What follows belongs to an exercise in optimizing a design on an open flow for small area, a short achievable clock period and few clock cycles; a production flow would make more cautious choices.
Function was checked by simulation only, so behaviour that the tests miss may differ from the original.
No activity file was given, so power comes from the tool's default toggle rates.

== before ==
==> flow/design.v <==
module rc4_encrypt #(
    parameter int unsigned KEY_BYTES = 3
) (
    input  logic                   clk,
    input  logic                   clr,
    input  logic                   start,
    input  logic [8*KEY_BYTES-1:0] secret_key,
    output logic                   busy,
    input  logic                   pt_valid,
    input  logic [7:0]             pt_data,
    input  logic                   pt_last,
    output logic                   pt_ready,
    output logic                   ct_valid,
    output logic [7:0]             ct_data,
    output logic                   ct_last,
    input  logic                   ct_ready,
    output logic                   done
);
    localparam int unsigned KW = 8 * KEY_BYTES;
    localparam int unsigned FD = 4;           
    logic          r_busy;                    
    logic          r_init;                    
    logic          r_ksa;                     
    logic          r_str;                     
    logic          r_sw;                      
    logic [7:0]    r_r;                       
    logic [7:0]    r_pend;                    
    logic [7:0]    r_addr;                    
    logic [7:0]    r_lag;                     
    logic [KW-1:0] r_key;
    logic          r_done;
    logic [2047:0] r_p;
    logic          r_b1v, r_b2v;
    logic [7:0]    r_sj;
    logic [7:0]    r_sar;                     
    logic [7:0]    r_t2;                      
    logic [7:0]    r_f [FD];
    logic [2:0]    r_fc;
    logic          r_pr;
    logic          r_ov, r_ol, r_sv, r_sl;
    logic [7:0]    r_od, r_sd;
    logic [7:0] w_sa, w_p1, w_p2, w_sj, w_kbn;
    assign w_sa  = r_p[7:0];
    assign w_p1  = ~r_p[15:8];
    assign w_p2  = r_p[23:16];
    assign w_kbn = (KEY_BYTES > 1) ? r_key[KW-9 -: 8] : r_key[KW-1 -: 8];
    logic       w_endks;
    logic [7:0] w_pend_ks, w_pend_st, w_pend_end, w_pend;
    assign w_endks    = r_ksa & (r_r == 8'd255);
    assign w_pend_ks  = (r_pend == 8'd1) ? (w_sa + w_kbn) : (r_pend + w_p1 + w_kbn - 8'd1);
    assign w_pend_st  = (r_pend == 8'd1) ? w_sa : (r_pend + w_p1 - 8'd1);
    assign w_pend_end = ((r_pend == 8'd2) ? w_sa : w_p2) - 8'd1;
    always_comb begin
        if (r_ksa)      w_pend = w_endks ? w_pend_end : w_pend_ks;
        else if (r_sw)  w_pend = w_pend_st;
        else            w_pend = r_pend;
    end
    logic [7:0] w_tp, w_am1, w_t2;
    assign w_tp  = r_sar + r_sj;
    assign w_am1 = r_addr - 8'd1;
    assign w_t2  = (w_tp == 8'd255) ? w_am1 : (w_tp == w_am1) ? 8'd255 : w_tp;
    logic [7:0] w_k, w_head, w_ct;
    logic [255:0] w_eqk;
    logic [7:0]   w_kraw;
    always_comb begin
        for (int p = 0; p < 256; p++) w_eqk[p] = (r_t2 == 8'(p));
    end
    rc4_sbox_read u_rdk (.q(r_p), .e(w_eqk), .y(w_kraw));
    assign w_k    = w_kraw ^ {8{r_t2[0]}};
    assign w_head = (r_fc != 3'd0) ? r_f[0] : w_k;
    assign w_ct   = pt_data ^ w_head;
    logic w_accept, w_pop, w_lastx;
    assign w_accept = start & ~r_busy;
    assign w_pop    = pt_valid & r_pr;
    assign w_lastx  = r_ov & ct_ready & r_ol;
    logic       n_ksa, n_str, n_sv, n_ov, n_sw;
    logic [7:0] n_lag;
    logic [2:0] n_fc, n_occ;
    always_comb begin
        n_ksa = (r_ksa & ~w_endks) | w_accept;
        n_str = (r_str & ~(w_pop & pt_last)) | w_endks;
        if (w_endks)       n_lag = 8'd255;
        else if (r_sw)     n_lag = r_lag;
        else               n_lag = r_lag + 8'd1;
        n_fc  = r_fc + {2'b0, r_b2v} - {2'b0, w_pop};
        n_occ = r_fc + {2'b0, r_b2v} + {2'b0, r_b1v} + {2'b0, r_sw & r_str};
        n_sw  = n_ksa | (n_str & (n_lag == 8'd0) & (n_occ < 3'(FD)));
        if (~r_ov | ct_ready) begin
            n_ov = r_sv | w_pop;
            n_sv = 1'b0;
        end else begin
            n_ov = 1'b1;
            n_sv = r_sv | w_pop;
        end
    end
    always_ff @(posedge clk) begin
        if (clr) begin
            r_busy <= 1'b0;
            r_init <= 1'b1;
            r_ksa  <= 1'b0;
            r_str  <= 1'b0;
            r_sw   <= 1'b0;
            r_pr   <= 1'b0;
            r_ov   <= 1'b0;
            r_sv   <= 1'b0;
            r_done <= 1'b0;
            r_b1v  <= 1'b0;
            r_b2v  <= 1'b0;
            r_fc   <= 3'd0;
        end else begin
            r_busy <= (r_busy & ~w_lastx) | w_accept;
            r_init <= ~((r_busy & ~w_lastx) | w_accept);
            r_done <= r_busy & w_lastx;
            r_ksa  <= n_ksa;
            r_str  <= n_str;
            r_sw   <= n_sw;
            r_pr   <= n_str & ((n_fc != 3'd0) | r_b1v) & ~n_sv;
            r_ov   <= n_ov;
            r_sv   <= n_sv;
            r_b1v  <= r_sw & r_str;
            r_b2v  <= r_b1v;
            r_fc   <= r_init ? 3'd0 : n_fc;
        end
    end
    always_ff @(posedge clk) begin
        r_lag <= n_lag;
        if (r_init) begin
            r_r    <= 8'd0;
            r_key  <= secret_key;
            r_pend <= secret_key[KW-1 -: 8];
            r_addr <= secret_key[KW-1 -: 8];
        end else begin
            r_r    <= r_r + 8'd1;
            if (r_ksa) r_key <= {r_key[KW-9:0], r_key[KW-1 -: 8]};
            r_pend <= w_pend;
            r_addr <= n_sw ? w_pend : 8'd0;
        end
        r_sj  <= w_sj;
        r_sar <= w_sa - r_r - 8'd2;
        r_t2  <= w_t2;
        for (int n = 0; n < FD; n++) begin
            if (w_pop) begin
                if (n + 1 < FD && 3'(n + 1) < r_fc) r_f[n] <= r_f[n+1];
                else                               r_f[n] <= w_k;
            end else begin
                if (3'(n) >= r_fc) r_f[n] <= w_k;
            end
        end
        if (~r_ov | ct_ready) begin
            r_od <= r_sv ? r_sd : w_ct;
            r_ol <= r_sv ? r_sl : pt_last;
        end else if (w_pop) begin
            r_sd <= w_ct;
            r_sl <= pt_last;
        end
    end
    logic [255:0] w_eq, w_a, w_n;
    logic [7:0]   w_bus [2][2];
    logic [7:0]   w_sjraw;
    rc4_sbox_read u_rdj (.q(r_p), .e(w_eq), .y(w_sjraw));
    assign w_sj = w_sjraw ^ {8{r_addr[0]}};
    always_comb begin
        for (int p = 0; p < 256; p++) w_eq[p] = (r_addr == 8'(p));
        for (int p = 0; p < 255; p++) begin
            w_a[p] = r_init | w_eq[p+1];
            w_n[p] = ~r_init & ~w_eq[p+1];
        end
        w_a[255] = 1'b0;
        w_n[255] = ~r_init;
        for (int k1 = 0; k1 < 2; k1++)
            for (int k2 = 0; k2 < 2; k2++)
                w_bus[k1][k2] = r_init ? {8{k2[0]}} : (w_sa ^ {8{k1[0]}});
    end
    logic [2047:0] w_pd;
    for (genvar p = 0; p < 255; p++) begin : g_ent
        for (genvar b = 0; b < 8; b++) begin : g_bit
            rc4_sbox_bit u_bit (
                .x(w_bus[p % 2 ? 0 : 1][(((p >> b) ^ p) % 2) ? 0 : 1][b]), .a(w_a[p]),
                .up(r_p[(p+1)*8 + b]), .n(w_n[p]), .d(w_pd[p*8 + b])
            );
        end
    end
    assign w_pd[255*8 +: 8] = ~(w_sj | {8{r_init}});
    always_ff @(posedge clk) begin
        r_p <= w_pd;
    end
    assign busy     = r_busy;
    assign pt_ready = r_pr;
    assign ct_valid = r_ov;
    assign ct_data  = r_od;
    assign ct_last  = r_ol;
    assign done     = r_done;
endmodule
module rc4_sbox_bit (
    input  logic x,
    input  logic a,
    input  logic up,
    input  logic n,
    output logic d
);
    assign d = ~((x | n) & (up | a));
endmodule
module rc4_sbox_read (
    input  logic [2047:0] q,
    input  logic [255:0]  e,
    output logic [7:0]    y
);
    for (genvar b = 0; b < 8; b++) begin : g_bit
        logic [31:0] w_g;
        for (genvar g = 0; g < 32; g++) begin : g_grp
            logic [7:0] w_q;
            for (genvar k = 0; k < 8; k++) begin : g_ent
                assign w_q[k] = q[(8*g + k)*8 + b];
            end
            rc4_sbox_read8 u_leaf (.q(w_q), .e(e[8*g +: 8]), .y(w_g[g]));
        end
        assign y[b] = |w_g;
    end
endmodule
module rc4_sbox_read8 (
    input  logic [7:0] q,
    input  logic [7:0] e,
    output logic       y
);
    assign y = |(q & e);
endmodule
export LEC_CHECK = 0
export CAP_MARGIN = 20
export CORE_MARGIN = 2
export CORE_UTILIZATION = 40
export CTS_BUF_LIST = sky130_fd_sc_hd__clkbuf_16
export CTS_CLUSTER_DIAMETER = 60
export CTS_CLUSTER_SIZE = 24
export PLACE_DENSITY = 0.6
export SLEW_MARGIN = 20
export SYNTH_HIERARCHICAL = 1
export SYNTH_MINIMUM_KEEP_SIZE = 0
create_clock -name core_clock -period 13.5 [get_ports {clk}]
standard.sh (not shown) runs the stock make flow with config.mk's settings and CLKGATE_MAP_FILE= SYNTH_SCRIPT=/design/flow/synth_recipe.tcl, a recipe that flattens the netlist after the stock synthesis.
==> flow/flow/run.sh <==
#!/bin/bash
# Standard ORFS layout with two changes to how it is made (constraints unchanged):
#  - repair_timing aims for a larger setup slack than the clock needs;
#  - ports are buffered with buf_4 instead of the default delay-style buffer.
set -euo pipefail
EXTRA=(SETUP_SLACK_MARGIN=${MARGIN:-9.5} "BUFFER_PORTS_ARGS=-buffer_cell sky130_fd_sc_hd__buf_4")
bash standard.sh "${EXTRA[@]}" ${FINAL_TARGET:-finish} > make_finish.log 2>&1
Testbench counts of before, summed over its fixed seeds: cycles 31,748.
The following lists how after was set up differently from before:
diff --git a/flow/flow/run.sh b/flow/flow/run.sh
--- a/flow/flow/run.sh
+++ b/flow/flow/run.sh
@@ -6 +6 @@
-EXTRA=(SETUP_SLACK_MARGIN=${MARGIN:-9.5} "BUFFER_PORTS_ARGS=-buffer_cell sky130_fd_sc_hd__buf_4")
+EXTRA=(SETUP_SLACK_MARGIN=${MARGIN:-9} "BUFFER_PORTS_ARGS=-buffer_cell sky130_fd_sc_hd__buf_4")
Notes after the runs:
The met1 global-route usage was comparable across before and after.
Fraction of the core area covered by cells at the end of the flow was lower in after than in before.
after gives less via count than before did.
after: count of buffering cells on the critical path with inverters included higher than before
Total number of cells along the worst setup path: before and after compared, higher one is before
after vs before — combinational power share dropped 3.8 points.
Compared with before, after shows met2 routed wirelength lower by 3.4%.

* * *

JK:
rc4_encrypt, a different RTL version from the one above (not shown whole).
Size: roughly 7,800 cells after synthesis, roughly 2,200 flip-flops, roughly 0.083 mm² of cells after synthesis.
Settings: LEC_CHECK=0, CAP_MARGIN=20, CORE_MARGIN=2, CORE_UTILIZATION=40, CTS_BUF_LIST=sky130_fd_sc_hd__clkbuf_16, CTS_CLUSTER_DIAMETER=60, CTS_CLUSTER_SIZE=24, PLACE_DENSITY=0.6, SLEW_MARGIN=20, SYNTH_HIERARCHICAL=1, SYNTH_MINIMUM_KEEP_SIZE=0; clock period 13.5 ns.
==> flow/flow/run.sh <==
#!/bin/bash
# Standard ORFS layout with two changes to how it is made (constraints unchanged):
#  - repair_timing aims for a larger setup slack than the clock needs;
#  - ports are buffered with buf_4 instead of the default delay-style buffer.
set -euo pipefail
EXTRA=(SETUP_SLACK_MARGIN=${MARGIN:-9.5} "BUFFER_PORTS_ARGS=-buffer_cell sky130_fd_sc_hd__buf_4")
bash standard.sh "${EXTRA[@]}" ${FINAL_TARGET:-finish} > make_finish.log 2>&1
JK: all stages complete, timing, DRC and antenna checks passed
Testbench counts of JK, summed over its fixed seeds: cycles 31,748.
Here is what was changed in the inputs of MS compared with JK.
--- a/flow/flow/run.sh
+++ b/flow/flow/run.sh
@@ -6 +6 @@
-EXTRA=(SETUP_SLACK_MARGIN=${MARGIN:-9.5} "BUFFER_PORTS_ARGS=-buffer_cell sky130_fd_sc_hd__buf_4")
+EXTRA=(SETUP_SLACK_MARGIN=${MARGIN:-9} "BUFFER_PORTS_ARGS=-buffer_cell sky130_fd_sc_hd__buf_4")
## What came out
The lower number of clock buffers inserted by TritonCTS came out of MS. From JK to MS the numbers moved as follows: peak per-stage delay on the critical path now sits lower; wire length of the first global-routing pass lost about 4%; met3 usage in global routing moved up; via-per-instance ratio increased about 2%; clock power share shows an increase of 1.3 points. Re combinational power share: MS is 3.5 points down on JK. Changes observed in MS relative to JK: initial antenna violation count shows a reduction of 4, first-iteration DRC count -222, area added between synthesis and finish now sits lower.

[static timing again, ports no longer ideal]
Ports are ideal in the flow. The routed layouts listed here were re-timed in OpenROAD.
Step 1 (the two cells are an assumption about what drives the block):
set clk [get_ports {clk}]
set_driving_cell -lib_cell sky130_fd_sc_hd__clkbuf_16 $clk
set_driving_cell -lib_cell sky130_fd_sc_hd__buf_2 [delete_from_list [all_inputs] $clk]
Step 2, shift: input delay + t, output delay - t, t = (earliest + latest rising clock arrival at the registers) / 2. This alone moves slack from input paths to output paths.
Slacks: no drivers / after step 1 / after step 2; pairs: no drivers / after step 1.
| run | t (ns) | setup slack, ns | slew at the worst register clock pin (ns) | cell pins on the clock port's net |
|---|---|---|---|---|
| before | 0.960 | 9.174 / 9.174 / 8.793 | 0.10 / 0.10 | 1 |
| after | 0.969 | 8.816 / 8.816 / 8.289 | 0.10 / 0.10 | 1 |
| JK | 0.959 | 8.688 / 8.688 / 8.688 | 0.10 / 0.10 | 1 |
| MS | 0.958 | 8.730 / 8.730 / 8.730 | 0.10 / 0.10 | 1 |
After both steps setup and hold are still met in every run listed. For after, which loses most, drivers alone change the setup slack by 0.000 ns; drivers and shift together by -0.527 ns.
